Background: an optimization exercise with open tools, aiming at small area, a short achievable clock period and few clock cycles per item. Do not read the settings as production practice. Only simulation tests tie the RTL to the original design; equivalence was not proved. Power is estimated from default activity; no workload was simulated.

$ cat design.v
package alu_muldiv_control_pkg;
    localparam logic [3:0] ALU_AND  = 4'b0000;
    localparam logic [3:0] ALU_OR   = 4'b0001;
    localparam logic [3:0] ALU_ADD  = 4'b0010;
    localparam logic [3:0] ALU_XOR  = 4'b0011;
    localparam logic [3:0] ALU_SLL  = 4'b0100;
    localparam logic [3:0] ALU_SRL  = 4'b0101;
    localparam logic [3:0] ALU_SUB  = 4'b0110;
    localparam logic [3:0] ALU_SRA  = 4'b0111;
    localparam logic [3:0] ALU_SLT  = 4'b1000;
    localparam logic [3:0] ALU_SLTU = 4'b1001;
    localparam logic [1:0] ALUOP_MEM   = 2'b00;
    localparam logic [1:0] ALUOP_BR    = 2'b01;
    localparam logic [1:0] ALUOP_RTYPE = 2'b10;
    localparam logic [1:0] ALUOP_ITYPE = 2'b11;
    localparam logic [6:0] FUNCT7_BASE   = 7'b0000000;
    localparam logic [6:0] FUNCT7_ALT    = 7'b0100000;
    localparam logic [6:0] FUNCT7_MULDIV = 7'b0000001;
    localparam logic [2:0] F3_MUL    = 3'b000;
    localparam logic [2:0] F3_MULH   = 3'b001;
    localparam logic [2:0] F3_MULHSU = 3'b010;
    localparam logic [2:0] F3_MULHU  = 3'b011;
    localparam logic [2:0] F3_DIV    = 3'b100;
    localparam logic [2:0] F3_DIVU   = 3'b101;
    localparam logic [2:0] F3_REM    = 3'b110;
    localparam logic [2:0] F3_REMU   = 3'b111;
    typedef enum logic [2:0] {
        ST_IDLE = 3'b000,
        ST_PREP = 3'b001,
        ST_BUSY = 3'b010,
        ST_FIX  = 3'b011,
        ST_DONE = 3'b100
    } md_state_t;
endpackage
import alu_muldiv_control_pkg::*;
module alu_muldiv_control_add #(
    parameter int N = 66
) (
    input  logic [N-1:0] a,
    input  logic [N-1:0] b,
    input  logic         ci,
    output logic [N-1:0] s,
    output logic         co
);
    localparam int L = $clog2(N);
    logic [(L+1)*N-1:0] g, p;
    logic [N-1:0] p0, c;
    assign p0 = a ^ b;
    assign g[N-1:0] = a & b;
    assign p[N-1:0] = p0;
    for (genvar l = 0; l < L; l++) begin : g_lvl
        for (genvar i = 0; i < N; i++) begin : g_bit
            if (((i >> l) % 2) == 1) begin : g_node
                localparam int J = ((i >> l) << l) - 1;
                assign g[(l+1)*N+i] = g[l*N+i] | (p[l*N+i] & g[l*N+J]);
                assign p[(l+1)*N+i] = p[l*N+i] & p[l*N+J];
            end else begin : g_pass
                assign g[(l+1)*N+i] = g[l*N+i];
                assign p[(l+1)*N+i] = p[l*N+i];
            end
        end
    end
    assign c  = g[L*N +: N] | (p[L*N +: N] & {N{ci}});
    assign s  = p0 ^ {c[N-2:0], ci};
    assign co = c[N-1];
endmodule
module alu_muldiv_control_blen (
    input  logic [63:0] x,
    output logic        v,
    output logic [5:0]  p
);
    logic [31:0] v1, p1;
    logic [15:0] v2; logic [31:0] p2;
    logic [7:0]  v3; logic [23:0] p3;
    logic [3:0]  v4; logic [15:0] p4;
    logic [1:0]  v5; logic [9:0]  p5;
    logic        v6; logic [5:0]  p6;
    for (genvar i = 0; i < 32; i++) begin : g1
        assign v1[i] = x[2*i+1] | x[2*i];
        assign p1[i] = x[2*i+1];
    end
    for (genvar i = 0; i < 16; i++) begin : g2
        assign v2[i] = v1[2*i+1] | v1[2*i];
        assign p2[2*i +: 2] = v1[2*i+1] ? {1'b1, p1[2*i+1]} : {1'b0, p1[2*i]};
    end
    for (genvar i = 0; i < 8; i++) begin : g3
        assign v3[i] = v2[2*i+1] | v2[2*i];
        assign p3[3*i +: 3] = v2[2*i+1] ? {1'b1, p2[2*(2*i+1) +: 2]} : {1'b0, p2[2*(2*i) +: 2]};
    end
    for (genvar i = 0; i < 4; i++) begin : g4
        assign v4[i] = v3[2*i+1] | v3[2*i];
        assign p4[4*i +: 4] = v3[2*i+1] ? {1'b1, p3[3*(2*i+1) +: 3]} : {1'b0, p3[3*(2*i) +: 3]};
    end
    for (genvar i = 0; i < 2; i++) begin : g5
        assign v5[i] = v4[2*i+1] | v4[2*i];
        assign p5[5*i +: 5] = v4[2*i+1] ? {1'b1, p4[4*(2*i+1) +: 4]} : {1'b0, p4[4*(2*i) +: 4]};
    end
    assign v6 = v5[1] | v5[0];
    assign p6 = v5[1] ? {1'b1, p5[9:5]} : {1'b0, p5[4:0]};
    assign v  = v6;
    assign p  = p6;
endmodule
module alu_muldiv_control_muldiv_iter #(
    parameter int XLEN = 64
) (
    input  logic            clk,
    input  logic            i_capture,
    input  logic            i_prep,
    input  logic            i_step,
    input  logic            i_mul_step,
    input  logic            i_div_step,
    input  logic            i_last,
    input  logic            i_last_nx,
    input  logic            i_fix,
    input  logic            i_out,
    input  logic [2:0]      i_funct3,
    input  logic [XLEN-1:0] i_op_a,
    input  logic [XLEN-1:0] i_op_b,
    output logic [6:0]      o_cnt_init,
    output logic            o_fix,
    output logic            o_div,
    output logic [XLEN-1:0] o_result
);
    localparam int W = 68;            
    logic [67:0] r_zh;
    logic [63:0] r_zl;
    logic [64:0] r_x;
    logic [2:0]  r_f3;
    logic        r_sa, r_sb;          
    logic [6:0]  r_bla, r_blb;        
    logic        r_swap;              
    logic        r_neg;               
    logic        r_hi;                
    logic        r_cm;                
    logic [5:0]  r_bd;                
    logic [14:0] r_pc, r_nc;          
    logic        r_mh;                
    logic w_is_div, w_a_signed, w_b_signed;
    assign w_is_div   = i_funct3[2];
    assign w_a_signed = w_is_div ? !i_funct3[0] : (i_funct3 != F3_MULHU);
    assign w_b_signed = w_is_div ? !i_funct3[0] : (i_funct3 == F3_MULH || i_funct3 == F3_MUL);
    logic        w_sa, w_sb, w_va, w_vb;
    logic [5:0]  w_pa, w_pb;
    assign w_sa = w_a_signed && i_op_a[63];
    assign w_sb = w_b_signed && i_op_b[63];
    alu_muldiv_control_blen u_bla (.x(i_op_a ^ {64{w_sa}}), .v(w_va), .p(w_pa));
    alu_muldiv_control_blen u_blb (.x(i_op_b ^ {64{w_sb}}), .v(w_vb), .p(w_pb));
    logic [6:0]  w_bla, w_blb;
    assign w_bla = w_va ? ({1'b0, w_pa} + 7'd1) : 7'd0;
    assign w_blb = w_vb ? ({1'b0, w_pb} + 7'd1) : 7'd0;
    logic        p_div;
    logic [6:0]  p_la, p_lm, p_k, p_n, p_mul_sh;
    logic        p_swap, p_bz, p_lt, p_cm, p_cx, p_neg;
    logic [63:0] p_mplier;
    logic [67:0] p_sh_in, p_sh_out;
    logic [6:0]  p_sh_amt;
    assign p_div = r_f3[2];
    assign o_div = p_div;
    assign p_bz  = (r_zh[63:0] == 64'd0);
    assign p_la  = r_bla + {6'd0, r_sa};
    assign p_lt  = p_la < r_blb;
    assign p_k   = p_la - r_blb;
    assign p_swap   = r_swap;
    assign p_lm     = p_swap ? r_blb : r_bla;
    assign p_cm     = p_swap ? r_sb : r_sa;
    assign p_cx     = p_swap ? r_sa : r_sb;
    assign p_mplier = (p_swap ? r_zh[63:0] : r_zl) ^ {64{p_cm}};
    assign p_n      = (p_lm == 7'd0 && !p_cm) ? 7'd0 : ((p_lm + 7'd4) >> 2);
    assign p_mul_sh = 7'd68 - {p_n[4:0], 2'b00};
    assign p_sh_in  = p_div ? {{4{r_zh[63]}}, r_zh[63:0]} : {4'd0, p_mplier};
    assign p_sh_amt = p_div ? p_k : p_mul_sh;
    assign p_sh_out = p_sh_in << p_sh_amt;
    assign p_neg = p_div ? (r_f3[1] ? r_sa : ((r_sa ^ r_sb) && !p_bz)) : (r_sa ^ r_sb);
    assign o_fix = i_prep ? (p_neg || (!p_div && r_f3[1:0] != 2'b00)) : (r_neg || r_mh);
    always_comb begin
        if (p_div) o_cnt_init = (p_bz || p_lt) ? 7'd0 : (p_k + 7'd1);
        else       o_cnt_init = p_n;
    end
    logic        s_mul, s_div, s_use_zh, s_inv, s_ci;
    logic [63:0] s_sel;
    logic [W-1:0] s_in1, s_in2, s_in3, s_sum, s_car, s_res;
    logic        s_co, s_q, m_lo0;
    assign m_lo0 = (r_zl == 64'd0);
    assign s_mul    = i_mul_step;
    assign s_div    = i_div_step;
    assign s_use_zh = (i_prep && !p_div && !p_swap) || (r_hi && i_out);
    assign s_sel    = s_use_zh ? r_zh[63:0] : r_zl;
    assign s_inv    = i_fix || (i_prep && (p_div ? r_sa : p_cx));
    function automatic logic [5:0] booth2(input logic [4:0] t);
        booth2 = {(t[4] & !t[3] & !t[2]) | (!t[4] & t[3] & t[2]), t[3] ^ t[2], t[4],
                  (t[2] & !t[1] & !t[0]) | (!t[2] & t[1] & t[0]), t[1] ^ t[0], t[2]};
    endfunction
    logic [5:0]  b_nx;
    logic        b_one0, b_two0, b_neg0, b_one1, b_two1, b_neg1;
    logic [W-1:0] b_v0, b_v1;
    assign b_nx   = i_prep ? booth2({p_sh_out[67:64], i_last_nx ? p_cm : p_sh_out[63]})
                           : booth2({r_zh[63:60], i_last_nx ? r_cm : r_zh[59]});
    assign {b_two1, b_one1, b_neg1, b_two0, b_one0, b_neg0} = r_bd;
    assign b_v0   = ({4'd0, r_x[63:0]} & {W{b_one0}}) | ({3'd0, r_x[63:0], 1'b0} & {W{b_two0}});
    assign b_v1   = ({2'd0, r_x[63:0], 2'd0} & {W{b_one1}}) | ({1'd0, r_x[63:0], 3'd0} & {W{b_two1}});
    always_comb begin
        s_in1 = {s_sel ^ {64{s_inv}}, {4{s_inv}}};
        s_in2 = '0;
        s_in3 = '0;
        s_ci  = s_inv;
        if (s_div) begin
            s_in2 = r_sb ? {r_x[63:0], 4'b0000} : {~r_x[63:0], 4'b1111};
            s_ci  = !r_sb;
        end else if (s_mul) begin
            s_in1 = {r_zl, 3'b000, b_neg0};
            s_in2 = b_v0 ^ {W{b_neg0}};
            s_in3 = b_v1 ^ {W{b_neg1}};
            s_ci  = b_neg1;
        end else if (i_fix && r_mh) begin
            s_in1 = {r_zh[63:0] ^ {64{r_neg}}, {4{r_neg}}};
            s_in2 = {m_pc ^ {64{r_neg}}, {4{r_neg && m_lo0}}};
            s_in3 = {m_nc ^ {64{!r_neg}}, r_neg ? {3'b000, m_lo0} : 4'b1111};
            s_ci  = 1'b1;
        end
    end
    assign s_sum = s_in1 ^ s_in2 ^ s_in3;
    assign s_car = (s_in1 & s_in2) | (s_in1 & s_in3) | (s_in2 & s_in3);
    alu_muldiv_control_add #(.N(W)) u_add (
        .a (s_sum),
        .b ({s_car[W-2:0], 1'b0}),
        .ci(s_ci),
        .s (s_res),
        .co(s_co)
    );
    assign s_q = s_co | s_car[W-1];
    logic        m_inc, m_dec;
    logic [1:0]  m_cs;
    logic [63:0] m_pc, m_nc;
    assign m_cs  = {1'b0, s_co} + {1'b0, s_car[W-1]};
    assign m_inc = (m_cs == 2'd1 && !b_neg0 && !b_neg1) || (m_cs == 2'd2 && (b_neg0 ^ b_neg1));
    assign m_dec = (m_cs == 2'd0 && (b_neg0 ^ b_neg1)) || (m_cs == 2'd1 && b_neg0 && b_neg1);
    for (genvar k = 0; k < 16; k++) begin : g_carry
        if (k < 15) begin : g_in
            assign m_pc[4*k+7:4*k+4] = {3'b000, r_pc[k]};
            assign m_nc[4*k+7:4*k+4] = {3'b000, r_nc[k]};
        end else begin : g_low
            assign m_pc[3:0] = 4'b0000;
            assign m_nc[3:0] = 4'b0000;
        end
    end
    always_ff @(posedge clk) begin
        if (i_capture) begin
            r_zl  <= i_op_a;
            r_zh  <= {4'd0, i_op_b};
            r_f3  <= i_funct3;
            r_sa  <= w_sa;
            r_sb  <= w_sb;
            r_bla <= w_bla;
            r_blb <= w_blb;
            r_swap <= {w_vb, w_pb} < {w_va, w_pa};
        end else if (i_prep) begin
            r_bd  <= b_nx;
            r_pc  <= 15'd0;
            r_nc  <= 15'd0;
            r_mh  <= !p_div && (r_f3[1:0] != 2'b00);
            r_neg <= p_neg;
            r_cm  <= p_cm;
            if (p_div) begin
                r_zh <= {4'd0, {64{p_bz}}};
                r_zl <= s_res[W-1:4];
                r_x  <= p_sh_out[64:0];
                r_hi <= !r_f3[1];
            end else begin
                r_zh <= (p_n == 7'd0) ? 68'd0 : p_sh_out;
                r_zl <= 64'd0;
                r_x  <= {1'b0, s_res[W-1:4]};
                r_hi <= (r_f3[1:0] != 2'b00);
            end
        end else if (i_step) begin
            if (s_div) begin
                r_zh <= {r_zh[66:0], s_q};
                if (s_q) r_zl <= s_res[W-1:4];
                r_x  <= {r_x[64], r_x[64:1]};
            end else begin
                r_bd <= b_nx;
                r_pc <= {r_pc[13:0], m_inc};
                r_nc <= {r_nc[13:0], m_dec};
                r_zh <= {r_zh[63:0], s_res[W-1:64]};
                r_zl <= s_res[63:0];
            end
        end else if (i_fix) begin
            r_zl <= s_res[W-1:4];
            r_hi <= 1'b0;
            r_mh <= 1'b0;
        end
    end
    assign o_result = s_sel;
endmodule
import alu_muldiv_control_pkg::*;
module alu_muldiv_control #(
    parameter int XLEN     = 64,
    parameter bit ENABLE_M = 1'b1
) (
    input  logic            clk,
    input  logic            rst_n,
    input  logic [1:0]      alu_op,
    input  logic [6:0]      funct7,
    input  logic [2:0]      funct3,
    input  logic            in_valid,
    output logic            in_ready,
    input  logic [XLEN-1:0] op_a,
    input  logic [XLEN-1:0] op_b,
    input  logic            flush,
    output logic [3:0]      alu_control_signal,
    output logic            illegal,
    output logic            stall,
    output logic            out_valid,
    input  logic            out_ready,
    output logic [XLEN-1:0] md_result
);
    function automatic logic [3:0] alu_func_code(input logic [2:0] f3,
                                                 input logic       alt,
                                                 input logic       is_rtype);
        case (f3)
            3'b000:  alu_func_code = (alt && is_rtype) ? ALU_SUB : ALU_ADD;
            3'b001:  alu_func_code = ALU_SLL;
            3'b010:  alu_func_code = ALU_SLT;
            3'b011:  alu_func_code = ALU_SLTU;
            3'b100:  alu_func_code = ALU_XOR;
            3'b101:  alu_func_code = alt ? ALU_SRA : ALU_SRL;
            3'b110:  alu_func_code = ALU_OR;
            default: alu_func_code = ALU_AND;
        endcase
    endfunction
    logic [3:0] w_alu_code;
    logic       w_illegal, w_f7_std, w_m_op;
    assign w_f7_std = (funct7 == FUNCT7_BASE) || (funct7 == FUNCT7_ALT);
    assign w_m_op   = ENABLE_M && (alu_op == ALUOP_RTYPE) && (funct7 == FUNCT7_MULDIV);
    always_comb begin
        w_alu_code = ALU_ADD;
        w_illegal  = 1'b0;
        case (alu_op)
            ALUOP_MEM: w_alu_code = ALU_ADD;
            ALUOP_BR:  w_alu_code = ALU_SUB;
            ALUOP_RTYPE: begin
                if (w_f7_std) begin
                    w_alu_code = alu_func_code(funct3, funct7[5], 1'b1);
                end else if (funct7 == FUNCT7_MULDIV) begin
                    w_illegal = !ENABLE_M;
                end else begin
                    w_illegal = 1'b1;
                end
            end
            default: w_alu_code = alu_func_code(funct3, funct7[5], 1'b0);
        endcase
    end
    assign alu_control_signal = w_alu_code;
    assign illegal            = w_illegal;
    alu_muldiv_control_pkg::md_state_t r_state, w_state_nx;
    logic [6:0] r_cnt;
    logic       r_last, r_prep, r_busy, r_fix, r_out, r_mul_step, r_div_step;
    logic [6:0] w_cnt_init;
    logic       w_fix, w_div, w_accept, w_in_ready, w_last_nx;
    assign w_in_ready = (r_state == ST_IDLE) || ((r_state == ST_DONE) && out_ready);
    assign w_accept   = w_in_ready && in_valid && w_m_op && !flush;
    always_comb begin
        w_state_nx = r_state;
        if (!rst_n || flush) begin
            w_state_nx = ST_IDLE;
        end else begin
            case (r_state)
                ST_IDLE: if (w_accept) w_state_nx = ST_PREP;
                ST_PREP: w_state_nx = (w_cnt_init != 7'd0) ? ST_BUSY : (w_fix ? ST_FIX : ST_DONE);
                ST_BUSY: if (r_last) w_state_nx = w_fix ? ST_FIX : ST_DONE;
                ST_FIX:  w_state_nx = ST_DONE;
                default: if (out_ready) w_state_nx = w_accept ? ST_PREP : ST_IDLE;
            endcase
        end
    end
    always_ff @(posedge clk) begin
        r_state <= w_state_nx;
        r_prep  <= (w_state_nx == ST_PREP);
        r_busy  <= (w_state_nx == ST_BUSY);
        r_fix   <= (w_state_nx == ST_FIX);
        r_out   <= (w_state_nx == ST_FIX) || (w_state_nx == ST_DONE);
        r_mul_step <= (w_state_nx == ST_BUSY) && !w_div;
        r_div_step <= (w_state_nx == ST_BUSY) && w_div;
    end
    assign w_last_nx = r_prep ? (w_cnt_init == 7'd1) : (r_cnt == 7'd2);
    always_ff @(posedge clk) begin
        if (r_prep) r_cnt <= w_cnt_init;
        else        r_cnt <= r_cnt - 7'd1;
        r_last <= w_last_nx;
    end
    assign in_ready  = w_in_ready;
    assign out_valid = (r_state == ST_DONE);
    assign stall     = ((r_state != ST_IDLE) && !((r_state == ST_DONE) && out_ready)) ||
                       (w_in_ready && in_valid && w_m_op);
    alu_muldiv_control_muldiv_iter #(.XLEN(XLEN)) u_muldiv (
        .clk       (clk),
        .i_capture (w_in_ready),
        .i_prep    (r_prep),
        .i_step    (r_busy),
        .i_mul_step(r_mul_step),
        .i_div_step(r_div_step),
        .i_last    (r_last),
        .i_last_nx (w_last_nx),
        .i_fix     (r_fix),
        .i_out     (r_out),
        .i_funct3  (funct3),
        .i_op_a    (op_a),
        .i_op_b    (op_b),
        .o_cnt_init(w_cnt_init),
        .o_fix     (w_fix),
        .o_div     (w_div),
        .o_result  (md_result)
    );
endmodule
$ cat run.sh
#!/bin/bash
# synth_recipe.tcl (not shown) runs the flow's synth.tcl, then flattens the netlist and writes it again
# the make line also repeats each setting of config.mk as NAME=value (left out here)
make -C /OpenROAD-flow-scripts/flow DESIGN_CONFIG=/design/flow/config.mk WORK_HOME=/design/flow/orfs CLKGATE_MAP_FILE= SYNTH_SCRIPT=/design/flow/synth_recipe.tcl finish
$ cat config.mk
export PLATFORM = sky130hd
export DESIGN_NAME = alu_muldiv_control
export DESIGN_NICKNAME = alu_muldiv_control
export VERILOG_FILES = /design/flow/design.v
export SDC_FILE = /design/flow/constraint.sdc
export NUM_CORES = 4
export LEC_CHECK = 0
export CAP_MARGIN = 20
export CORE_MARGIN = 2
export CORE_UTILIZATION = 40
export SETUP_SLACK_MARGIN = 3
export SLEW_MARGIN = 20
$ cat constraint.sdc
create_clock -name core_clock -period 8.0 [get_ports {clk}]
set_input_delay 1.6000 -clock core_clock [delete_from_list [all_inputs] [get_ports {clk}]]
set_output_delay 1.6000 -clock core_clock [all_outputs]
set_load 0.01 [all_outputs]
==> results.py, run 1 <==
metrics = {
    "run_status": {
        "outcome": "finished clean",
    },
    "sta": {
        "fmax_mhz": 167.5,
        "max_slew_margin": 0.2026,
        "final.setup.worst_slack_ps": 2029,
        "tns_ps": 0,
        "timing.hold.ws_ps": 527.6,
        "period_share": 0.7464,
        "finalSetupViolCount": 0,
        "slew_violations": 0,
        "clock_skew_ps": 21.98,
        "grt_setup_unrepaired": "true",
        "min_period_ps": 5971,
        "tightestPinTransition_ps": 1186,
        "hold_violations": 0,
    },
    "route": {
        "final_antenna_net_count": 0,
        "wl_met3_um": 28170,
        "highest_layer": "met5",
        "met1Wirelength_um": 76800,
        "wl_per_cell_um": 34.34,
        "drt_iter0_markers": 6135,
        "viasPerCell": 6.973,
        "drc": 0,
        "wl_um": 204400,
        "firstDrtPassIters": 9,
        "num_vias": 41506,
        "routed-wl-met2_um": 81610,
    },
    "logic_synthesis": {
        "synth_most_common_cell": "nor2_1",
        "synth_top_cell_by_area": "edfxtp_1",
        "syn_area_um2": 37010,
        "ys_warn_count": 2,
        "yosys_register_bits": 270,
        "ys_top_cells_by_area": "edfxtp_1 21%, xnor2_1 7.6%, mux2i_1 6.9%",
        "synthArstFlopShare": 0,
        "synth_cell_types": 104,
        "syn_inst": 4547,
        "seq_area_frac_synth": 0.2145,
        "ys.flop_type": "edfxtp_1",
        "synth.top_cells.by_count": "378 x nor2_1, 360 x a21oi_1, 322 x xnor2_1",
        "syn-num-nets": 4855,
        "synth_edf_count": 253,
        "yosys.area.top_type_share": 0.2053,
        "synth.avg_cell_area_um2": 8.140,
    },
    "setup_path": {
        "crit_arrival_ps": 6260,
        "cp_max_fo": 8,
        "rr_startpoint": "u_muldiv.r_swap",
        "path_class": "reg2reg",
        "critPathLaunchType": "flop",
        "r2r_slack_ps": 2030,
        "rr_endpoint": "u_muldiv.r_zl[51]",
        "r2r_cells": 24,
        "cp.required_ps": 8290,
        "critical_path.endpoint_type": "flop",
    },
    "place": {
        "post-dp-hpwl_um": 145600,
        "gp_congestion": 1.093,
        "dpl.cell_count": 5685,
        "post-place-ws_ps": 1020,
        "numPortBuffers": 216,
    },
    "global_route": {
        "first_global_vias": 38021,
        "antenna_found_initial": 13,
        "grt.total_usage": 0.4140,
        "grt_pass1_wl_um": 284600,
        "grt_max_degree": 178,
        "grt.overflow.total": 0,
    },
    "floorplanning": {
        "die_h_um": 308.2,
        "io_pins": 217,
        "design.core.area_um2": 91660,
        "rows": 111,
        "die_x_um": 308.2,
        "die_area_um2": 94980,
        "start_util": 0.4038,
    },
    "power": {
        "p_leak_uw": 0.01828,
        "peakVddDrop_v": 0.0002324,
        "power_density_nw_per_um2": 213.6,
    },
    "layout": {
        "fill_cells": 8667,
        "layout.cells.non_filler": 5952,
        "final_nets": 5045,
        "area_delta_synth_final_pct": 27.65,
        "antennaDiodeCount": 0,
        "drive_above_1_share": 0.2218,
    },
    "cts": {
        "cts_hold_buf": 0,
        "numCtsBuffers": 38,
        "clock_latency_ps": 590,
        "cts_tree": "yes",
        "cts.path.max_buffers": 3,
        "clk_pin_slew_ps": 60,
        "root_buffer": "clkbuf_16",
        "h-tree-depth": 2,
        "cts_sinks": 270,
    },
    "hold_path": {
        "hp-start": "r_cnt[0]",
        "hold-path-endpoint": "r_cnt[0]",
        "hold_class": "reg2reg",
        "hold-path-cell-count": 1,
    },
    "job": {
        "drv_cap": 0,
    },
}
worst max path at each step:
| stage | startpoint | to | slack, ps | cells past startpoint |
|---|---|---|---|---|
| after floorplan | u_muldiv.r_swap | u_muldiv.r_zl[0] | 2010 | 27 |
| after global placement | r_prep | u_muldiv.r_zl[12] | 1050 | 22 |
| after detailed placement | r_prep | u_muldiv.r_zl[12] | 1020 | 22 |
| after CTS | u_muldiv.r_swap | u_muldiv.r_zl[57] | 2200 | 24 |
| after global routing | u_muldiv.r_swap | u_muldiv.r_zl[51] | 1820 | 24 |
| final | u_muldiv.r_swap | u_muldiv.r_zl[51] | 2030 | 24 |
flip-flops by register name, indices dropped and copies added, names as in the netlist, 3 cells and up:
register,count
u_muldiv.r_pc,15
u_muldiv.r_x,65
u_muldiv.r_blb,7
r_cnt,7
u_muldiv.r_zl,64
r_state,3
u_muldiv.r_f3,3
u_muldiv.r_bla,7
u_muldiv.r_nc,15
u_muldiv.r_bd,6
u_muldiv.r_zh,64
metal layers:
| metal | vias up | GRT usage |
|---|---|---|
| met3 | 862 | 0.1443 |
| met4 | 22 | 0.2676 |
| met5 | - | 0.007235 |
| met2 | 3278 | 0.5789 |
| met1 | 20076 | 0.5366 |
| li1 | 17268 | - |
cell usage in the layout, fill, tap and decap left out, types with 27 or more instances in the layout:
master / instances
xor2_1: 193
buf_6: 34
a31oi_1: 28
and3_1: 30
o21ai_1: 50
nor3_1: 71
o211ai_1: 40
nand4_1: 33
buf_4: 262
a21oi_2: 46
a21o_1: 96
fa_1: 67
nand3_1: 82
a22oi_1: 238
ha_4: 28
mux2i_1: 239
a221oi_1: 31
buf_12: 27
o21a_1: 41
nor2b_1: 60
clkdlybuf4s50_1: 209
o21ai_2: 35
xnor2_2: 46
o22ai_1: 48
nand2b_1: 28
nand2_1: 269
o21ai_0: 186
a21oi_1: 308
ha_1: 60
mux2_2: 93
edfxtp_1: 253
nor4_1: 40
clkbuf_16: 40
inv_1: 116
xnor2_1: 257
nor2_1: 359
per-stage QoR:
step | power, uW | util | cell area [um^2]
2_1_floorplan | 4715 | - | 37260
3_3_place_gp | 7008 | 0.4415 | 40470
3_5_place_dp | 7002 | 0.4417 | 40490
4_1_cts | 9172 | 0.4923 | 45130
5_1_grt | 10120 | 0.5154 | 47250
6_report | 10090 | 0.5154 | 47250
timing repair:
action                     4_1_cts  5_1_grt
cloned                          23        0
resized for setup              405      278
setup buffers                  104       71
setup endpoints to repair      311      273
pin swaps                      104      104
power by group:
group / internal, uW / switching (uW)
logic: 2210 / 4430
clock network: 999 / 729
registers: 1600 / 125
total: 4810 / 5280
critical path, cell delays in order (launching register included):
cell	delay (ps)
edfxtp_1	430
or3b_4	430
a21oi_4	290
nor2_4	130
clkbuf_16	210
buf_16	180
xnor2_2	180
a22oi_1	230
o21ai_2	100
fa_1	430
ha_4	290
and3_1	200
and2_4	170
a221o_1	420
a221oi_4	350
nor3_2	70
a41o_1	250
o311ai_2	270
a21boi_2	110
nor2_2	130
ha_2	210
nand3_2	100
o21ai_4	140
buf_12	230
nand2_8	120
area by class of cell:
cell class / count / area, um^2 / share of cell area
Clock buffer: 51 / 1031 / 0.02182
Multi-Input combinational cell: 3740 / 30590 / 0.6475
Clock inverter: 18 / 160.2 / 0.003390
Sequential cell: 270 / 7949 / 0.1682
Inverter: 125 / 510.5 / 0.01081
Timing Repair inverter: 2 / 17.52 / 0.0003708
Tap cell: 1186 / 1484 / 0.03141
Timing Repair Buffer: 560 / 5503 / 0.1165
logic make-up after synthesis:
family | count (synthesis) | synth area share
compound gates | 1505 | 0.2725
simple gates | 1147 | 0.1454
buf+inv | 549 | 0.06078
xor+xnor | 537 | 0.1274
mux | 376 | 0.1104
flops | 270 | 0.2145
fa+ha+maj | 163 | 0.06910
Testbench counts, summed over its fixed seeds: cycles 28,151, ops 2,400.
==> run 2, diff against run 1 <==
--- a/design.v
+++ b/design.v
@@ -31,2 +31,3 @@
         ST_FIX  = 3'b011,
+        ST_WAIT = 3'b101,
         ST_DONE = 3'b100
@@ -120,2 +121,3 @@
     output logic            o_fix,
+    output logic            o_wait,
     output logic            o_div,
@@ -137,2 +139,3 @@
     logic        r_mh;                
+    logic        r_use_zh, r_inv;     
     logic w_is_div, w_a_signed, w_b_signed;
@@ -148,2 +151,4 @@
     logic [6:0]  w_bla, w_blb;
+    logic        w_swap;
+    assign w_swap = {w_vb, w_pb} < {w_va, w_pa};
     assign w_bla = w_va ? ({1'b0, w_pa} + 7'd1) : 7'd0;
@@ -173,3 +178,4 @@
     assign p_neg = p_div ? (r_f3[1] ? r_sa : ((r_sa ^ r_sb) && !p_bz)) : (r_sa ^ r_sb);
-    assign o_fix = i_prep ? (p_neg || (!p_div && r_f3[1:0] != 2'b00)) : (r_neg || r_mh);
+    assign o_fix  = i_prep ? (p_neg || (!p_div && r_f3[1:0] != 2'b00)) : (r_neg || r_mh);
+    assign o_wait = r_neg && r_mh;
     always_comb begin
@@ -181,9 +187,10 @@
     logic [W-1:0] s_in1, s_in2, s_in3, s_sum, s_car, s_res;
-    logic        s_co, s_q, m_lo0;
-    assign m_lo0 = (r_zl == 64'd0);
+    logic        s_co, s_q, m_lo0, r_lo0;
+    always_ff @(posedge clk) r_lo0 <= i_prep || (r_zl == 64'd0);
+    assign m_lo0 = r_lo0;
     assign s_mul    = i_mul_step;
     assign s_div    = i_div_step;
-    assign s_use_zh = (i_prep && !p_div && !p_swap) || (r_hi && i_out);
+    assign s_use_zh = r_use_zh;
     assign s_sel    = s_use_zh ? r_zh[63:0] : r_zl;
-    assign s_inv    = i_fix || (i_prep && (p_div ? r_sa : p_cx));
+    assign s_inv    = r_inv;
     function automatic logic [5:0] booth2(input logic [4:0] t);
@@ -209,3 +216,3 @@
         end else if (s_mul) begin
-            s_in1 = {r_zl, 3'b000, b_neg0};
+            s_in1 = {s_sel, 3'b000, b_neg0};
             s_in2 = b_v0 ^ {W{b_neg0}};
@@ -214,3 +221,2 @@
         end else if (i_fix && r_mh) begin
-            s_in1 = {r_zh[63:0] ^ {64{r_neg}}, {4{r_neg}}};
             s_in2 = {m_pc ^ {64{r_neg}}, {4{r_neg && m_lo0}}};
@@ -254,4 +260,8 @@
             r_blb <= w_blb;
-            r_swap <= {w_vb, w_pb} < {w_va, w_pa};
+            r_swap <= w_swap;
+            r_use_zh <= !w_is_div && !w_swap;
+            r_inv    <= w_is_div ? w_sa : (w_swap ? w_sa : w_sb);
         end else if (i_prep) begin
+            r_use_zh <= (o_cnt_init == 7'd0) && (p_div ? !r_f3[1] : (r_f3[1:0] != 2'b00));
+            r_inv    <= (o_cnt_init == 7'd0) && ((!p_div && r_f3[1:0] != 2'b00) ? p_neg : 1'b1);
             r_bd  <= b_nx;
@@ -274,2 +284,4 @@
         end else if (i_step) begin
+            r_use_zh <= i_last && r_hi;
+            r_inv    <= i_last && (r_mh ? r_neg : 1'b1);
             if (s_div) begin
@@ -286,2 +298,3 @@
         end else if (i_fix) begin
+            r_use_zh <= 1'b0;
             r_zl <= s_res[W-1:4];
@@ -357,3 +370,3 @@
     logic [6:0] w_cnt_init;
-    logic       w_fix, w_div, w_accept, w_in_ready, w_last_nx;
+    logic       w_fix, w_wait, w_div, w_accept, w_in_ready, w_last_nx;
     assign w_in_ready = (r_state == ST_IDLE) || ((r_state == ST_DONE) && out_ready);
@@ -368,3 +381,4 @@
                 ST_PREP: w_state_nx = (w_cnt_init != 7'd0) ? ST_BUSY : (w_fix ? ST_FIX : ST_DONE);
-                ST_BUSY: if (r_last) w_state_nx = w_fix ? ST_FIX : ST_DONE;
+                ST_BUSY: if (r_last) w_state_nx = w_wait ? ST_WAIT : (w_fix ? ST_FIX : ST_DONE);
+                ST_WAIT: w_state_nx = ST_FIX;
                 ST_FIX:  w_state_nx = ST_DONE;
@@ -409,2 +423,3 @@
         .o_fix     (w_fix),
+        .o_wait    (w_wait),
         .o_div     (w_div),
==> results.py, run 2 <==
metrics = {
    "layout": {
        "final_nets": 4751,
        "largest_register_ffs": 65,
        "final_common_cell": "nor2_1",
        "regMostFlops": "u_muldiv.r_x",
        "fill_cells": 8197,
        "most-common-layout-cells": "331 x nor2_1, 304 x mux2i_1, 302 x a21oi_1",
        "drive_above_1_share": 0.2012,
        "area_delta_synth_final_pct": 26.39,
        "reg_top3": "u_muldiv.r_x (65), u_muldiv.r_zh (64), u_muldiv.r_zl (64)",
    },
    "floorplanning": {
        "die_h_um": 302.2,
        "rows": 109,
        "die_x_um": 302.2,
        "die_area_um2": 91300,
        "start_util": 0.4030,
        "design.core.area_um2": 88240,
        "io_pins": 217,
    },
    "hold_path": {
        "hold-path-endpoint": "r_cnt[0]",
        "hold-path-cell-count": 1,
        "hold_class": "reg2reg",
        "hp-start": "r_cnt[0]",
    },
    "sta": {
        "hold_violations": 0,
        "period_share": 0.6549,
        "grt_setup_unrepaired": "true",
        "tightestPinTransition_ps": 1247,
        "max_slew_margin": 0.1580,
        "tns_ps": 0,
        "clock_skew_ps": 40.18,
        "slew_violations": 0,
        "min_period_ps": 5239,
        "fmax_mhz": 190.9,
        "finalSetupViolCount": 0,
    },
    "logic_synthesis": {
        "syn_inst": 4229,
        "syn-num-nets": 4537,
        "synthArstFlopShare": 0,
        "synth_edf_count": 255,
        "synthXorXnorAreaFrac": 0.1059,
        "synth.top_cells.by_count": "347 x nor2_1, 332 x a21oi_1, 316 x mux2i_1",
        "synth_cell_types": 103,
        "syn_area_um2": 35560,
        "synth_top_family_by_area": "compound AO/OA/AOI/OAI gates",
        "synth_mux_area_frac": 0.1449,
        "yosys_register_bits": 272,
        "yosys.area_share.simple": 0.1570,
        "seq_area_frac_synth": 0.2249,
        "synth_fa_ha_area_frac": 0.07192,
        "ys.flop_type": "edfxtp_1",
        "synth_most_common_cell": "nor2_1",
        "synth.avg_cell_area_um2": 8.409,
        "synth_top_cell_by_area": "edfxtp_1",
        "ys_warn_count": 2,
        "yosys.area.top_type_share": 0.2153,
        "ys_top_cells_by_area": "edfxtp_1 22%, mux2i_1 8.9%, xnor2_1 7.5%",
        "synth_compound_area_frac": 0.2447,
    },
    "setup_path": {
        "rr_startpoint": "u_muldiv.r_bd[2]",
        "path_cells": "buf_12 -> bufbuf_16 -> a22oi_1 -> xnor2_1 -> a21oi_2 -> a21o_1 -> fa_2 -> ha_4 -> nor3_1 -> o21ai_2 -> a221oi_4 -> o221ai_4 -> o21ai_2 -> and4b_2 -> o31ai_4 -> a21oi_2 -> ha_4 -> nand3_4 -> o21ai_4 -> nand2_4 -> buf_12 -> clkbuf_16",
        "crit_arrival_ps": 5580,
        "rr_endpoint": "u_muldiv.r_zl[57]",
        "cp_max_fo": 9,
        "path_buf_inv": 4,
        "r2r_slack_ps": 2760,
        "critPathMaxStageDelay_ps": 470,
        "cp_slowest_cell": "fa_2",
        "critPathLaunchType": "flop",
        "r2r_cells": 22,
        "path_class": "reg2reg",
        "crit_family": "compound AO/OA/AOI/OAI gates",
        "cp.required_ps": 8340,
        "critical_path.endpoint_type": "flop",
    },
    "cts": {
        "h-tree-depth": 2,
        "numCtsBuffers": 37,
        "cts_sinks": 272,
        "cts_tree": "yes",
        "clock_latency_ps": 600,
        "clk_pin_slew_ps": 60,
        "cts_hold_buf": 0,
        "cts.path.max_buffers": 3,
        "root_buffer": "clkbuf_16",
    },
    "power": {
        "peakVddDrop_v": 0.0002290,
        "power_uw": 10300,
        "power_density_nw_per_um2": 229.0,
        "p_leak_uw": 0.01749,
    },
    "global_route": {
        "grt.overflow.total": 0,
        "grt_pass1_wl_um": 255300,
        "grt.total_usage": 0.3830,
        "first_global_vias": 35205,
        "grt_max_degree": 113,
        "antenna_found_initial": 8,
    },
    "route": {
        "final_antenna_net_count": 0,
        "wl_um": 183200,
        "firstDrtPassIters": 6,
        "drt_iter0_markers": 5812,
        "num_vias": 38780,
        "wl_per_cell_um": 32.49,
        "drc": 0,
        "viasPerCell": 6.876,
    },
    "place": {
        "numPortBuffers": 216,
        "gp_congestion": 1.058,
        "post-dp-hpwl_um": 128100,
    },
    "run_status": {
        "outcome": "finished clean",
    },
    "job": {
        "drv_cap": 0,
    },
}
## run 2: cell count changes in the layout (fill, tap and decap cells not counted), sizes merged, moves of 18 or more
cell / previous run / this run
a21oi: 365 / 333
a22oi: 265 / 163
buf: 339 / 277
clkdlybuf4s50: 209 / 191
inv: 128 / 101
mux2i: 258 / 318
nor2: 380 / 348
o21ai: 276 / 215
xor2: 214 / 124
## run 2: how the worst max path moves through the flow
| stage | startpoint | end | cells after the start |
|---|---|---|---|
| 2_1_floorplan | out_ready | u_muldiv.r_x[0] | 8 |
| 3_3_place_gp | funct3[1] | u_muldiv.r_inv | 18 |
| 3_5_place_dp | funct3[1] | u_muldiv.r_use_zh | 18 |
| 4_1_cts | u_muldiv.r_bd[2] | u_muldiv.r_zl[43] | 20 |
| 5_1_grt | u_muldiv.r_neg | u_muldiv.r_zl[57] | 24 |
| 6_report | u_muldiv.r_bd[2] | u_muldiv.r_zl[57] | 22 |
## run 2: final cells by class
type                    instances  area (um^2)  share of cell area
diodes                          6        15.01           0.0003340
multi-input cells            3526        28370              0.6313
inverters                     102        449.2            0.009994
repair buffers                502         5391              0.1200
flip-flops and latches        272         8010              0.1782
repair inverters                2        17.52           0.0003897
well taps                    1165         1458             0.03243
clock inverters                18        216.5            0.004816
clock buffers                  47         1016             0.02260
## run 2: what timing repair did
item                       4_1_cts  5_1_grt
resized for setup              311      229
buffers inserted               103       54
cloned                          26        5
setup endpoints to repair      252      213
pin swaps                       70       82
## run 2: power by group
part	internal, uW	total (uW)	switching, uW
registers	1620	1740	122
clock network	1060	1800	745
logic	2430	6750	4330
total	5100	10300	5190
## run 2: layer usage
layer	routed length, um	share of wire	vias up	track usage
li1	-	-	16345	-
met1	69190	0.38	18963	0.4948
met2	75320	0.41	2843	0.5519
met3	23840	0.13	625	0.1189
met4	14850	0.081	4	0.2446
met5	30	0.00016	-	0
## run 2: per-stage QoR
| step | setup slack [ps] | std cells | hold slack [ps] | util | instance area, um^2 |
|---|---|---|---|---|---|
| 4_1_cts | 2963 | 5575 | 502.4 | 0.4901 | 43240 |
| 3_3_place_gp | 1580 | 5380 | 474.6 | 0.4410 | 38910 |
| 3_5_place_dp | 1474 | 5381 | 489.1 | 0.4411 | 38920 |
| 5_1_grt | 2644 | 5634 | 512.9 | 0.5092 | 44930 |
| 2_1_floorplan | 2971 | 4229 | 449.1 | - | 35710 |
| 6_report | 2761 | 5640 | 499.2 | 0.5094 | 44950 |
## run 2: cells by family after synthesis
logic type,count (synthesis)
AND/OR/NAND/NOR,1158
XOR/XNOR,430
AO/OA/AOI/OAI,1301
adder cells (fa/ha/maj),163
buffers and inverters,440
flip-flops,272
multiplexers,465
## run 2: worst register-to-register path: cells and delay by family (launching register included)
family | cells | cell delay [ps]
fa+ha+maj | 3 | 860
xor+xnor | 1 | 170
flops | 1 | 410
buf+inv | 4 | 890
compound gates | 10 | 1770
simple gates | 4 | 910
Testbench counts of run 2, summed over its fixed seeds: cycles 28,316, ops 2,400.
==> run 3, diff against run 2 <==
--- a/design.v
+++ b/design.v
@@ -163,3 +163,3 @@
     assign o_div = p_div;
-    assign p_bz  = (r_zh[63:0] == 64'd0);
+    assign p_bz  = (r_blb == 7'd0) && !r_sb;
     assign p_la  = r_bla + {6'd0, r_sa};
@@ -171,6 +171,6 @@
     assign p_cx     = p_swap ? r_sa : r_sb;
-    assign p_mplier = (p_swap ? r_zh[63:0] : r_zl) ^ {64{p_cm}};
+    assign p_mplier = p_swap ? r_zh[63:0] : r_zl;
     assign p_n      = (p_lm == 7'd0 && !p_cm) ? 7'd0 : ((p_lm + 7'd4) >> 2);
     assign p_mul_sh = 7'd68 - {p_n[4:0], 2'b00};
-    assign p_sh_in  = p_div ? {{4{r_zh[63]}}, r_zh[63:0]} : {4'd0, p_mplier};
+    assign p_sh_in  = p_div ? {{4{r_sb}}, r_zh[63:0]} : {4'd0, p_mplier};
     assign p_sh_amt = p_div ? p_k : p_mul_sh;
@@ -195,5 +195,5 @@
     assign s_inv    = r_inv;
-    function automatic logic [5:0] booth2(input logic [4:0] t);
-        booth2 = {(t[4] & !t[3] & !t[2]) | (!t[4] & t[3] & t[2]), t[3] ^ t[2], t[4],
-                  (t[2] & !t[1] & !t[0]) | (!t[2] & t[1] & t[0]), t[1] ^ t[0], t[2]};
+    function automatic logic [5:0] booth2(input logic [4:0] t, input logic ng);
+        booth2 = {(t[4] & !t[3] & !t[2]) | (!t[4] & t[3] & t[2]), t[3] ^ t[2], t[4] ^ ng,
+                  (t[2] & !t[1] & !t[0]) | (!t[2] & t[1] & t[0]), t[1] ^ t[0], t[2] ^ ng};
     endfunction
@@ -202,25 +202,23 @@
     logic [W-1:0] b_v0, b_v1;
-    assign b_nx   = i_prep ? booth2({p_sh_out[67:64], i_last_nx ? p_cm : p_sh_out[63]})
-                           : booth2({r_zh[63:60], i_last_nx ? r_cm : r_zh[59]});
+    assign b_nx   = i_prep ? booth2({p_sh_out[67:64], !i_last_nx && p_sh_out[63]}, p_cm)
+                           : booth2({r_zh[63:60], !i_last_nx && r_zh[59]}, r_cm);
     assign {b_two1, b_one1, b_neg1, b_two0, b_one0, b_neg0} = r_bd;
-    assign b_v0   = ({4'd0, r_x[63:0]} & {W{b_one0}}) | ({3'd0, r_x[63:0], 1'b0} & {W{b_two0}});
+    assign b_v0   = ({{3{r_x[64]}}, r_x} & {W{b_one0}}) | ({3'd0, r_x[63:0], 1'b0} & {W{b_two0}});
     assign b_v1   = ({2'd0, r_x[63:0], 2'd0} & {W{b_one1}}) | ({1'd0, r_x[63:0], 3'd0} & {W{b_two1}});
+    logic s_fix_mh, r_fix_mh;
+    assign s_fix_mh = r_fix_mh;
     always_comb begin
-        s_in1 = {s_sel ^ {64{s_inv}}, {4{s_inv}}};
-        s_in2 = '0;
-        s_in3 = '0;
-        s_ci  = s_inv;
-        if (s_div) begin
-            s_in2 = r_sb ? {r_x[63:0], 4'b0000} : {~r_x[63:0], 4'b1111};
-            s_ci  = !r_sb;
-        end else if (s_mul) begin
-            s_in1 = {s_sel, 3'b000, b_neg0};
+        if (s_mul) s_in1 = {s_sel, 3'b000, b_neg0};
+        else       s_in1 = {4'd0, s_sel ^ {64{s_inv}}};
+        if (s_fix_mh) begin
+            s_in2 = {4'd0, m_pc ^ {64{r_neg}}};
+            s_in3 = r_neg ? {4'd0, m_nc | {63'd0, m_lo0}} : {4'b1111, ~m_nc};
+        end else begin
             s_in2 = b_v0 ^ {W{b_neg0}};
             s_in3 = b_v1 ^ {W{b_neg1}};
-            s_ci  = b_neg1;
-        end else if (i_fix && r_mh) begin
-            s_in2 = {m_pc ^ {64{r_neg}}, {4{r_neg && m_lo0}}};
-            s_in3 = {m_nc ^ {64{!r_neg}}, r_neg ? {3'b000, m_lo0} : 4'b1111};
-            s_ci  = 1'b1;
         end
+        if (s_mul)                 s_ci = b_neg1;
+        else if (s_div)            s_ci = b_neg0;
+        else if (s_fix_mh)         s_ci = 1'b1;
+        else                       s_ci = s_inv;
     end
@@ -235,3 +233,3 @@
     );
-    assign s_q = s_co | s_car[W-1];
+    assign s_q = s_co;
     logic        m_inc, m_dec;
@@ -253,2 +251,4 @@
         if (i_capture) begin
+            r_bd  <= 6'd0;
+            r_fix_mh <= 1'b0;
             r_zl  <= i_op_a;
@@ -264,5 +264,6 @@
         end else if (i_prep) begin
+            r_bd <= (o_cnt_init == 7'd0) ? 6'd0 : (p_div ? {3'b000, 1'b0, 1'b1, !r_sb} : b_nx);
+            r_fix_mh <= (o_cnt_init == 7'd0) && !p_div && (r_f3[1:0] != 2'b00);
             r_use_zh <= (o_cnt_init == 7'd0) && (p_div ? !r_f3[1] : (r_f3[1:0] != 2'b00));
             r_inv    <= (o_cnt_init == 7'd0) && ((!p_div && r_f3[1:0] != 2'b00) ? p_neg : 1'b1);
-            r_bd  <= b_nx;
             r_pc  <= 15'd0;
@@ -274,3 +275,3 @@
                 r_zh <= {4'd0, {64{p_bz}}};
-                r_zl <= s_res[W-1:4];
+                r_zl <= s_res[63:0];
                 r_x  <= p_sh_out[64:0];
@@ -280,3 +281,3 @@
                 r_zl <= 64'd0;
-                r_x  <= {1'b0, s_res[W-1:4]};
+                r_x  <= {1'b0, s_res[63:0]};
                 r_hi <= (r_f3[1:0] != 2'b00);
@@ -285,2 +286,3 @@
             r_use_zh <= i_last && r_hi;
+            r_fix_mh <= i_last && r_mh;
             r_inv    <= i_last && (r_mh ? r_neg : 1'b1);
@@ -288,6 +290,7 @@
                 r_zh <= {r_zh[66:0], s_q};
-                if (s_q) r_zl <= s_res[W-1:4];
+                if (s_q) r_zl <= s_res[63:0];
+                if (i_last) r_bd <= 6'd0;
                 r_x  <= {r_x[64], r_x[64:1]};
             end else begin
-                r_bd <= b_nx;
+                r_bd <= i_last ? 6'd0 : b_nx;
                 r_pc <= {r_pc[13:0], m_inc};
@@ -299,3 +302,4 @@
             r_use_zh <= 1'b0;
-            r_zl <= s_res[W-1:4];
+            r_fix_mh <= 1'b0;
+            r_zl <= s_res[63:0];
             r_hi <= 1'b0;
==> results.py, run 3 <==
metrics = {
    "global_route": {
        "first_global_vias": 33710,
        "grt_pass1_wl_um": 240200,
        "antenna_found_initial": 8,
        "grt_max_degree": 118,
        "grt.total_usage": 0.3763,
        "grt.overflow.total": 0,
    },
    "layout": {
        "most-common-layout-cells": "455 x nor2_1, 378 x nand2_1, 303 x a21oi_1",
        "final_common_cell": "nor2_1",
        "area_delta_synth_final_pct": 22.82,
        "drive_above_1_share": 0.1465,
        "multi_input_area_um2": 25570,
        "final_nets": 4900,
        "layout.cells.non_filler": 5757,
        "fill_cells": 8202,
        "largest_register_ffs": 65,
        "regMostFlops": "u_muldiv.r_x",
        "postLayoutCellArea_um2": 41780,
        "regArea_um2": 7995,
        "reg_top3": "u_muldiv.r_x (65), u_muldiv.r_zh (64), u_muldiv.r_zl (64)",
    },
    "job": {
        "drv_cap": 0,
    },
    "logic_synthesis": {
        "syn_area_um2": 34020,
        "yosys.area.top_type_share": 0.2198,
        "synth_edf_count": 249,
        "synth.top_cells.by_count": "467 x nor2_1, 388 x nand2_1, 336 x a21oi_1",
        "synth.avg_cell_area_um2": 7.682,
        "ys_warn_count": 2,
        "seq_area_frac_synth": 0.2339,
        "synth_top_family_by_area": "compound AO/OA/AOI/OAI gates",
        "synth_fa_ha_area_frac": 0.07481,
        "syn_inst": 4428,
        "synth_cell_types": 94,
        "yosys.area_share.simple": 0.1977,
        "synthArstFlopShare": 0,
        "syn-num-nets": 4735,
        "synthXorXnorAreaFrac": 0.08187,
        "yosys_register_bits": 273,
        "synth_most_common_cell": "nor2_1",
        "synth_top_cell_by_area": "edfxtp_1",
        "synth_compound_area_frac": 0.2501,
        "ys.flop_type": "edfxtp_1",
        "ys_top_cells_by_area": "edfxtp_1 22%, mux2i_1 6.9%, xnor2_1 5.8%",
        "synth_mux_area_frac": 0.09250,
    },
    "route": {
        "num_vias": 37353,
        "viasPerCell": 6.488,
        "wl_um": 170800,
        "drt_iter0_markers": 5183,
        "drc": 0,
        "final_antenna_net_count": 0,
        "wl_per_cell_um": 29.67,
        "firstDrtPassIters": 7,
    },
    "floorplanning": {
        "rows": 106,
        "die_h_um": 295.6,
        "start_util": 0.4052,
        "io_pins": 217,
        "design.core.area_um2": 83950,
        "die_x_um": 295.6,
        "die_area_um2": 87390,
    },
    "place": {
        "post-place-ws_ps": 1447,
        "placed_cell_area_um2": 37250,
        "dpl.cell_count": 5548,
        "post-dp-hpwl_um": 123800,
        "numPortBuffers": 216,
        "gp_congestion": 1.032,
    },
    "sta": {
        "clock_skew_ps": 28.94,
        "min_period_ps": 5322,
        "final.setup.worst_slack_ps": 2678,
        "slew_violations": 0,
        "period_share": 0.6653,
        "max_slew_margin": 0.1982,
        "tns_ps": 0,
        "fmax_mhz": 187.9,
        "tightestPinTransition_ps": 1192,
        "grt_setup_unrepaired": "true",
        "hold_violations": 0,
        "finalSetupViolCount": 0,
    },
    "power": {
        "peakVddDrop_v": 0.0002051,
        "power_density_nw_per_um2": 230.5,
        "p_leak_uw": 0.01603,
    },
    "run_status": {
        "outcome": "finished clean",
    },
    "cts": {
        "h-tree-depth": 2,
        "numCtsBuffers": 38,
        "clock_latency_ps": 600,
        "clk_pin_slew_ps": 60,
        "cts_tree": "yes",
        "cts_sinks": 273,
        "cts_hold_buf": 0,
        "root_buffer": "clkbuf_16",
        "cts.path.max_buffers": 3,
    },
    "setup_path": {
        "path_class": "reg2reg",
        "cp_max_fo": 8,
        "crit_arrival_ps": 5630,
        "critical_path.endpoint_type": "flop",
        "critPathLaunchType": "flop",
        "cp.required_ps": 8310,
    },
    "hold_path": {
        "hold_class": "reg2reg",
    },
}
run 3: changes by cell type after synthesis, moves of 31 or more:
cell / previous run / this run
a211oi_1: 42 / 114
a21o_1: 80 / 25
a221oi_1: 49 / 11
inv_1: 94 / 270
mux2_2: 120 / 64
mux2i_1: 316 / 233
nand2_1: 277 / 388
nor2_1: 347 / 467
nor2b_1: 71 / 123
o21ai_0: 207 / 296
xnor2_1: 306 / 225
xor2_1: 124 / 93
run 3: final timing paths:
kind	from	cells past startpoint	endpoint	slack (ps)
worst min register to register	r_cnt[0]	1	r_cnt[0]	500
worst min-delay path	r_cnt[0]	1	r_cnt[0]	500
worst max-delay path	u_muldiv.r_use_zh	21	u_muldiv.r_zl[63]	2680
worst max register to register	u_muldiv.r_use_zh	21	u_muldiv.r_zl[63]	2680
run 3: stage by stage:
stage | total power (uW) | utilization | hold WS, ps
after global placement | 6916 | 0.4437 | 473.2
after floorplan | 4765 | - | 449.8
after detailed placement | 6906 | 0.4437 | 476.6
final | 9630 | 0.4976 | 497.6
after global routing | 9819 | 0.4976 | 536.0
after CTS | 9064 | 0.4839 | 501.7
run 3: timing repair:
action,CTS,global route
cloned,15,6
buffers inserted,69,49
resized for setup,274,173
pin swaps,30,41
endpoints found under the setup margin,247,159
hold endpoints to repair,0,0
run 3: cell type report:
class / count / share of cell area
diodes: 2 / 0.0001198
clock buffers: 46 / 0.02447
clock inverters: 22 / 0.005301
inverters: 275 / 0.02591
multi-input cells: 3559 / 0.6120
flip-flops and latches: 273 / 0.1914
well taps: 1134 / 0.03396
repair buffers: 442 / 0.1063
repair inverters: 4 / 0.0005690
run 3: power by group:
group	leakage, uW	switching, uW	internal [uW]	total (uW)
Clock	0.000603	773	1010	1790
Sequential	0.00269	124	1620	1740
Combinational	0.0127	4050	2050	6100
run 3: cell families (layout without fill, tap and decap cells):
logic type / after synthesis / count (layout)
adders and majority gates: 162 / 162
and+or+nand+nor: 1443 / 1445
AOI/OAI and AO/OA: 1325 / 1331
DFF: 273 / 273
buffers and inverters: 604 / 789
other: 0 / 2
xor gates and xnor gates: 318 / 318
muxes: 303 / 303
run 3: worst max-delay path: stages, from the launching register on:
cell,delay [ps]
edfxtp_1,440
buf_12,160
clkbuf_16,190
buf_16,150
mux2i_4,300
nand2_1,100
o21ai_2,110
fa_1,430
inv_1,100
ha_4,210
a21o_1,170
a221o_1,450
a211o_4,400
o21ai_4,270
a211o_1,200
a31o_2,210
nand2b_1,100
a21oi_2,170
inv_2,70
buf_4,160
buf_6,140
o41a_4,470
run 3: routing by layer:
layer  vias up  wire (um)  track usage
met5         -         33            0
met4         6      13390       0.2477
met3       547      21090       0.1022
met2      2510      71430       0.5524
met1     17893      64890       0.4841
li1      16397          -            -
Testbench counts of run 3, summed over its fixed seeds: cycles 28,316, ops 2,400.
==> run 4, diff against run 3 <==
--- a/config.mk
+++ b/config.mk
@@ -7,2 +7,3 @@
 export LEC_CHECK = 0
+export ABC_AREA = 1
 export CAP_MARGIN = 20
==> results.py, run 4 <==
metrics = {
    "logic_synthesis": {
        "syn-num-nets": 5805,
        "synth_most_common_cell": "nand2_1",
        "yosys.area.top_type_share": 0.2191,
        "syn_area_um2": 34130,
        "synth_top_cell_by_area": "edfxtp_1",
        "ys_warn_count": 2,
        "ys_top_cells_by_area": "edfxtp_1 22%, nand2_1 17%, o21ai_0 8.4%",
        "seq_area_frac_synth": 0.2332,
        "yosys_register_bits": 273,
        "synth.avg_cell_area_um2": 6.207,
        "syn_inst": 5498,
        "ys.flop_type": "edfxtp_1",
        "synth.top_cells.by_count": "1561 x nand2_1, 761 x inv_1, 572 x o21ai_0",
        "synth_cell_types": 66,
        "synth_edf_count": 249,
        "synthArstFlopShare": 0,
    },
    "setup_path": {
        "r2r_cells": 20,
        "rr_endpoint": "u_muldiv.r_zh[54]",
        "r2r_slack_ps": 3090,
        "critical_path.endpoint_type": "output port",
        "cp.required_ps": 6400,
        "crit_arrival_ps": 3320,
        "critPathLaunchType": "input pin",
        "cp_max_fo": 3,
        "rr_startpoint": "u_muldiv.r_sa",
        "startpoint": "funct7[2]",
        "path_class": "in2out",
        "endpoint": "illegal",
    },
    "floorplanning": {
        "rows": 107,
        "start_util": 0.4021,
        "die_x_um": 296.1,
        "die_area_um2": 87670,
        "design.core.area_um2": 84880,
        "io_pins": 217,
        "die_h_um": 296.1,
    },
    "place": {
        "numPortBuffers": 216,
        "gp_congestion": 1.068,
        "post-dp-hpwl_um": 126900,
    },
    "cts": {
        "cts_tree": "yes",
        "root_buffer": "clkbuf_16",
        "h-tree-depth": 2,
        "numCtsBuffers": 39,
        "clk_pin_slew_ps": 60,
        "cts.path.max_buffers": 3,
        "cts_sinks": 273,
        "clock_latency_ps": 600,
        "cts_hold_buf": 0,
    },
    "layout": {
        "most-common-layout-cells": "1547 x nand2_1, 749 x inv_1, 533 x nand3_1",
        "final_common_cell": "nand2_1",
        "area_delta_synth_final_pct": 17.58,
        "largest_register_ffs": 65,
        "regMostFlops": "u_muldiv.r_x",
        "drive_above_1_share": 0.08314,
        "final_nets": 5907,
        "postLayoutCoreUtil": 0.4727,
        "reg_top3": "u_muldiv.r_x (65), u_muldiv.r_zh (64), u_muldiv.r_zl (64)",
    },
    "global_route": {
        "antenna_found_initial": 5,
        "grt_pass1_wl_um": 242500,
        "grt_max_degree": 95,
        "grt.total_usage": 0.3748,
        "first_global_vias": 36489,
        "grt.overflow.total": 0,
    },
    "sta": {
        "tns_ps": 0,
        "finalSetupViolCount": 0,
        "slew_violations": 0,
        "min_period_ps": 4916,
        "grt_setup_unrepaired": "true",
        "tightestPinTransition_ps": 1054,
        "fmax_mhz": 203.4,
        "timing.hold.ws_ps": 443.6,
        "clock_skew_ps": 29.18,
        "period_share": 0.6146,
        "hold_violations": 0,
        "max_slew_margin": 0.2976,
    },
    "job": {
        "drv_cap": 0,
    },
    "power": {
        "peakVddDrop_v": 0.0001831,
        "p_int_uw": 4411,
        "clkPwrFrac": 0.189,
        "p_switching_uw": 5292,
        "comb_power_share": 0.635,
        "p_leak_uw": 0.01919,
        "swShare": 0.5454,
        "power_uw": 9703,
        "seqPwrFrac": 0.176,
        "power_density_nw_per_um2": 241.8,
    },
    "route": {
        "final_antenna_net_count": 0,
        "drt_iter0_markers": 5193,
        "wl_per_cell_um": 25.19,
        "viasPerCell": 5.980,
        "firstDrtPassIters": 7,
        "wl_um": 170700,
        "num_vias": 40511,
        "drc": 0,
    },
    "run_status": {
        "outcome": "finished clean",
    },
    "hold_path": {
        "hold_class": "reg2reg",
        "hp-start": "r_cnt[0]",
    },
}
[run 4: changes by cell type after synthesis, moves of 152 or more]
cell / delta
nand3_1: +423
o22ai_1: +152
nand2_1: +1173
mux2i_1: -225
xnor2_1: -205
inv_1: +491
nor2_1: -199
o21ai_0: +276
[run 4: metrics by stage]
step / worst slack, ps / instance area (um^2) / instances
2_1_floorplan: 3007 / 34170 / 5498
3_3_place_gp: 1750 / 37130 / 6624
3_5_place_dp: 1652 / 37140 / 6625
4_1_cts: 2975 / 39220 / 6727
5_1_grt: 2938 / 40130 / 6774
6_report: 3084 / 40130 / 6774
[run 4: kinds of logic (layout without fill, tap and decap cells)]
| family | count (synthesis) | count (layout) | synth area share |
|---|---|---|---|
| XOR/XNOR | 103 | 103 | 0.02643 |
| adder cells (fa/ha/maj) | 162 | 162 | 0.07457 |
| other | 0 | 1 | 0 |
| AND/OR/NAND/NOR | 2551 | 2555 | 0.3165 |
| AO/OA/AOI/OAI | 1300 | 1300 | 0.2199 |
| multiplexers | 8 | 8 | 0.002347 |
| flip-flops | 273 | 273 | 0.2332 |
| buffers and inverters | 1101 | 1228 | 0.1270 |
[run 4: critical path, stage by stage]
cell,delay [ps]
clkdlybuf4s50_1,480
nor4_2,50
inv_1,90
nor3_2,50
or2_2,290
nor3_1,180
clkdlybuf4s50_1,570
[run 4: timing repair]
item | in CTS | in global routing
resized for setup | 153 | 125
buffers inserted | 27 | 40
endpoints found under the setup margin | 229 | 198
pin swaps | 9 | 18
gates cloned | 5 | 6
[run 4: worst min path at each step]
stage / end / slack [ps] / cells after the start
final: r_cnt[0] / 440 / 1
after CTS: r_cnt[0] / 440 / 1
after global routing: r_cnt[0] / 480 / 1
after global placement: r_cnt[0] / 430 / 1
after floorplan: r_cnt[0] / 410 / 1
after detailed placement: r_cnt[0] / 430 / 1
[run 4: layout make-up]
type	count	area [um^2]
Tap cell	1144	1431
Timing Repair inverter	1	7.507
Inverter	782	3030
Clock inverter	20	192.7
Fill cell	8855	44750
Timing Repair Buffer	375	3776
Antenna cell	1	2.502
Multi-Input combinational cell	4128	22610
Sequential cell	273	7971
Clock buffer	50	1102
[run 4: routing by layer]
layer  GRT usage  vias up  share of wire
li1            -    18634              -
met1      0.4755    18825           0.38
met2      0.5712     2482           0.42
met3     0.06633      566           0.10
met4      0.2757        4          0.088
met5           0        -        0.00013
[run 4: power by group through the flow]
stage / clock network (uW) / logic, uW / registers (uW)
4_1_cts: 1840 / 5680 / 1700
6_report: 1830 / 6160 / 1710
3_5_place_dp: 0 / 5560 / 1730
2_1_floorplan: 0 / 3600 / 1690
3_3_place_gp: 0 / 5570 / 1730
5_1_grt: 1880 / 6540 / 1710
==> run 5, diff against run 4 <==
--- a/config.mk
+++ b/config.mk
@@ -11,3 +11,3 @@
 export CORE_UTILIZATION = 40
-export SETUP_SLACK_MARGIN = 3
+export SETUP_SLACK_MARGIN = 3.25
 export SLEW_MARGIN = 20
==> results.py, run 5 <==
metrics = {
    "run_status": {
        "outcome": "finished clean",
    },
    "hold_path": {
        "hold_class": "reg2reg",
        "hold-path-cell-count": 1,
    },
    "floorplanning": {
        "start_util": 0.4021,
        "die_x_um": 296.1,
        "design.core.area_um2": 84880,
        "rows": 107,
        "die_h_um": 296.1,
        "die_area_um2": 87670,
        "io_pins": 217,
    },
    "setup_path": {
        "path_buf_inv": 11,
        "critPathMaxStageDelay_ps": 520,
        "cp_max_fo": 7,
        "crit_family": "buffers and inverters",
        "crit_arrival_ps": 5020,
        "critPathLaunchType": "flop",
        "cp_slowest_cell": "fa_1",
        "cp.required_ps": 8300,
        "r2r_cells": 25,
        "crit_cells": 25,
        "path_class": "reg2reg",
        "critical_path.endpoint_type": "flop",
    },
    "logic_synthesis": {
        "synthArstFlopShare": 0,
        "synth.top_cells.by_count": "1561 x nand2_1, 761 x inv_1, 572 x o21ai_0",
        "ys_top_cells_by_area": "edfxtp_1 22%, nand2_1 17%, o21ai_0 8.4%",
        "ys_warn_count": 2,
        "syn_inst": 5498,
        "yosys.area.top_type_share": 0.2191,
        "synth_top_cell_by_area": "edfxtp_1",
        "synth.avg_cell_area_um2": 6.207,
        "seq_area_frac_synth": 0.2332,
        "yosys_register_bits": 273,
        "ys.flop_type": "edfxtp_1",
        "synth_edf_count": 249,
        "synth_most_common_cell": "nand2_1",
        "syn-num-nets": 5805,
        "synth_cell_types": 66,
        "syn_area_um2": 34130,
    },
    "layout": {
        "regArea_um2": 7969,
        "regMostFlops": "u_muldiv.r_x",
        "multi_input_area_um2": 23640,
        "reg_top3": "u_muldiv.r_x (65), u_muldiv.r_zh (64), u_muldiv.r_zl (64)",
        "most-common-layout-cells": "1524 x nand2_1, 719 x inv_1, 519 x nand3_1",
        "fill_cells": 8717,
        "area_delta_synth_final_pct": 24.72,
        "final_nets": 5988,
        "final_common_cell": "nand2_1",
        "largest_register_ffs": 65,
        "postLayoutCellArea_um2": 42560,
        "drive_above_1_share": 0.1231,
    },
    "place": {
        "gp_congestion": 1.057,
        "post-dp-hpwl_um": 127600,
        "numPortBuffers": 216,
        "placed_cell_area_um2": 37170,
    },
    "sta": {
        "finalSetupViolCount": 0,
        "tns_ps": 0,
        "fmax_mhz": 211.7,
        "tightestPinTransition_ps": 1028,
        "clock_skew_ps": 46.17,
        "slew_violations": 0,
        "period_share": 0.5904,
        "hold_violations": 0,
        "max_slew_margin": 0.3149,
        "grt_setup_unrepaired": "true",
        "min_period_ps": 4723,
    },
    "cts": {
        "cts.path.max_buffers": 3,
        "numCtsBuffers": 40,
        "cts_tree": "yes",
        "cts_hold_buf": 0,
        "cts_sinks": 273,
        "h-tree-depth": 2,
        "root_buffer": "clkbuf_16",
        "clock_latency_ps": 600,
        "clk_pin_slew_ps": 60,
    },
    "route": {
        "wl_met3_um": 18820,
        "met1Wirelength_um": 67270,
        "drt_iter0_markers": 5321,
        "viasPerCell": 6.020,
        "drc": 0,
        "num_vias": 41286,
        "highest_layer": "met4",
        "firstDrtPassIters": 6,
        "routed-wl-met2_um": 74340,
        "wl_um": 177600,
        "wl_per_cell_um": 25.90,
        "final_antenna_net_count": 0,
    },
    "power": {
        "peakVddDrop_v": 0.0002062,
        "p_leak_uw": 0.02014,
        "power_density_nw_per_um2": 240.6,
    },
    "global_route": {
        "grt.overflow.total": 0,
        "first_global_vias": 37266,
        "grt.total_usage": 0.3850,
        "grt_max_degree": 84,
        "antenna_found_initial": 2,
        "grt_pass1_wl_um": 248500,
    },
    "job": {
        "drv_cap": 0,
    },
}
-- run 5: cell counts after synthesis --
No cell type changed its count.
-- run 5: path summary, 6_finish.rpt --
path,from,endpoint,slack [ps]
worst min-delay path,r_cnt[0],r_cnt[0],440
worst max-delay path,u_muldiv.r_use_zh,u_muldiv.r_zl[36],3280
worst min register to register,r_cnt[0],r_cnt[0],440
worst max register to register,u_muldiv.r_use_zh,u_muldiv.r_zl[36],3280
-- run 5: routing by layer --
layer,up-vias,global-route usage
met5,-,0
met4,0,0.3140
met3,629,0.07719
met2,2640,0.5708
met1,19237,0.4840
li1,18780,-
-- run 5: stage by stage --
step	utilization	cells	setup WS, ps	hold WS, ps	power (uW)
after floorplan	-	5498	3263	411.5	5292
after global placement	0.4379	6619	1609	424.9	7237
after detailed placement	0.4379	6619	1587	432.2	7225
after CTS	0.4733	6766	3250	441.6	9469
after global routing	0.5014	6857	3103	474.4	10690
final	0.5015	6858	3277	436.5	10240
-- run 5: worst register-to-register path: stages (launching register included) --
cell	delay (ps)
edfxtp_1	370
buf_6	170
clkbuf_16	200
buf_12	140
buf_16	150
o21ai_4	270
or2_4	170
nand3_2	50
o21ai_1	80
inv_1	70
fa_1	520
inv_2	50
ha_4	300
nand2_4	70
nor3_4	230
inv_2	90
nor3_4	270
nand2_4	140
buf_4	170
nor2_4	130
nand3_2	120
nand3_4	130
o21ai_4	80
clkinvlp_4	120
buf_12	150
buf_6	160
-- run 5: timing repair --
action / CTS / global route
gates resized for setup: 222 / 352
buffers inserted: 61 / 74
cloned: 12 / 17
setup endpoints to repair: 264 / 208
pin swaps: 26 / 86
endpoints found under the hold margin: 0 / 0
-- run 5: final cells by class --
type                    count  area share
inverters                 782     0.07167
clock inverters            26    0.008936
multi-input cells        4126      0.5554
repair buffers            455      0.1166
flip-flops and latches    273      0.1872
diodes                      1  0.00005879
clock buffers              48     0.02593
well taps                1144     0.03363
repair inverters            3   0.0004997
-- run 5: cells by family after synthesis --
logic type                 count (synthesis)  share of synthesized area
adders and majority gates                162                    0.07457
muxes                                      8                   0.002347
DFF                                      273                     0.2332
xor gates and xnor gates                 103                    0.02643
and+or+nand+nor                         2551                     0.3165
AOI/OAI and AO/OA                       1300                     0.2199
buffers and inverters                   1101                     0.1270
-- run 5: power by group --
part | internal [uW] | switching (uW)
sequential | 1620 | 85.7
combinational | 1920 | 4550
clock | 1280 | 787
total | 4820 | 5420

[port drivers added, routing unchanged]
The flow's constraints put no driver on any port. The routed layouts listed below were extracted and timed again, unchanged, in two steps.
Step 1 assumes that a clkbuf_16 drives the clock port and a buf_2 every other input.
Step 2 moves the port delays by t, midway between the first and last clock arrival at a register: inputs arrive t later, outputs are due t later. That takes back most of the time a late clock gives input paths.
Three values: no drivers, after step 1, after step 2; two values: the first two.
run | t (ns) | setup slack, ns | worst hold slack (ns)
run 1 | 0.651 | 2.029 / 2.029 / 2.029 | 0.528 / 0.528 / 0.528
run 2 | 0.649 | 2.761 / 2.761 / 2.434 | 0.499 / 0.499 / 0.499
run 3 | 0.663 | 2.678 / 2.678 / 2.540 | 0.498 / 0.498 / 0.498
run 4 | 0.653 | 3.084 / 3.060 / 2.617 | 0.444 / 0.444 / 0.444
run 5 | 0.659 | 3.277 / 3.277 / 2.776 | 0.436 / 0.436 / 0.436
After both steps every run listed still meets setup and hold. The setup slack of run 5, which loses most, moves by 0.000 ns with the drivers and by -0.501 ns with both steps.
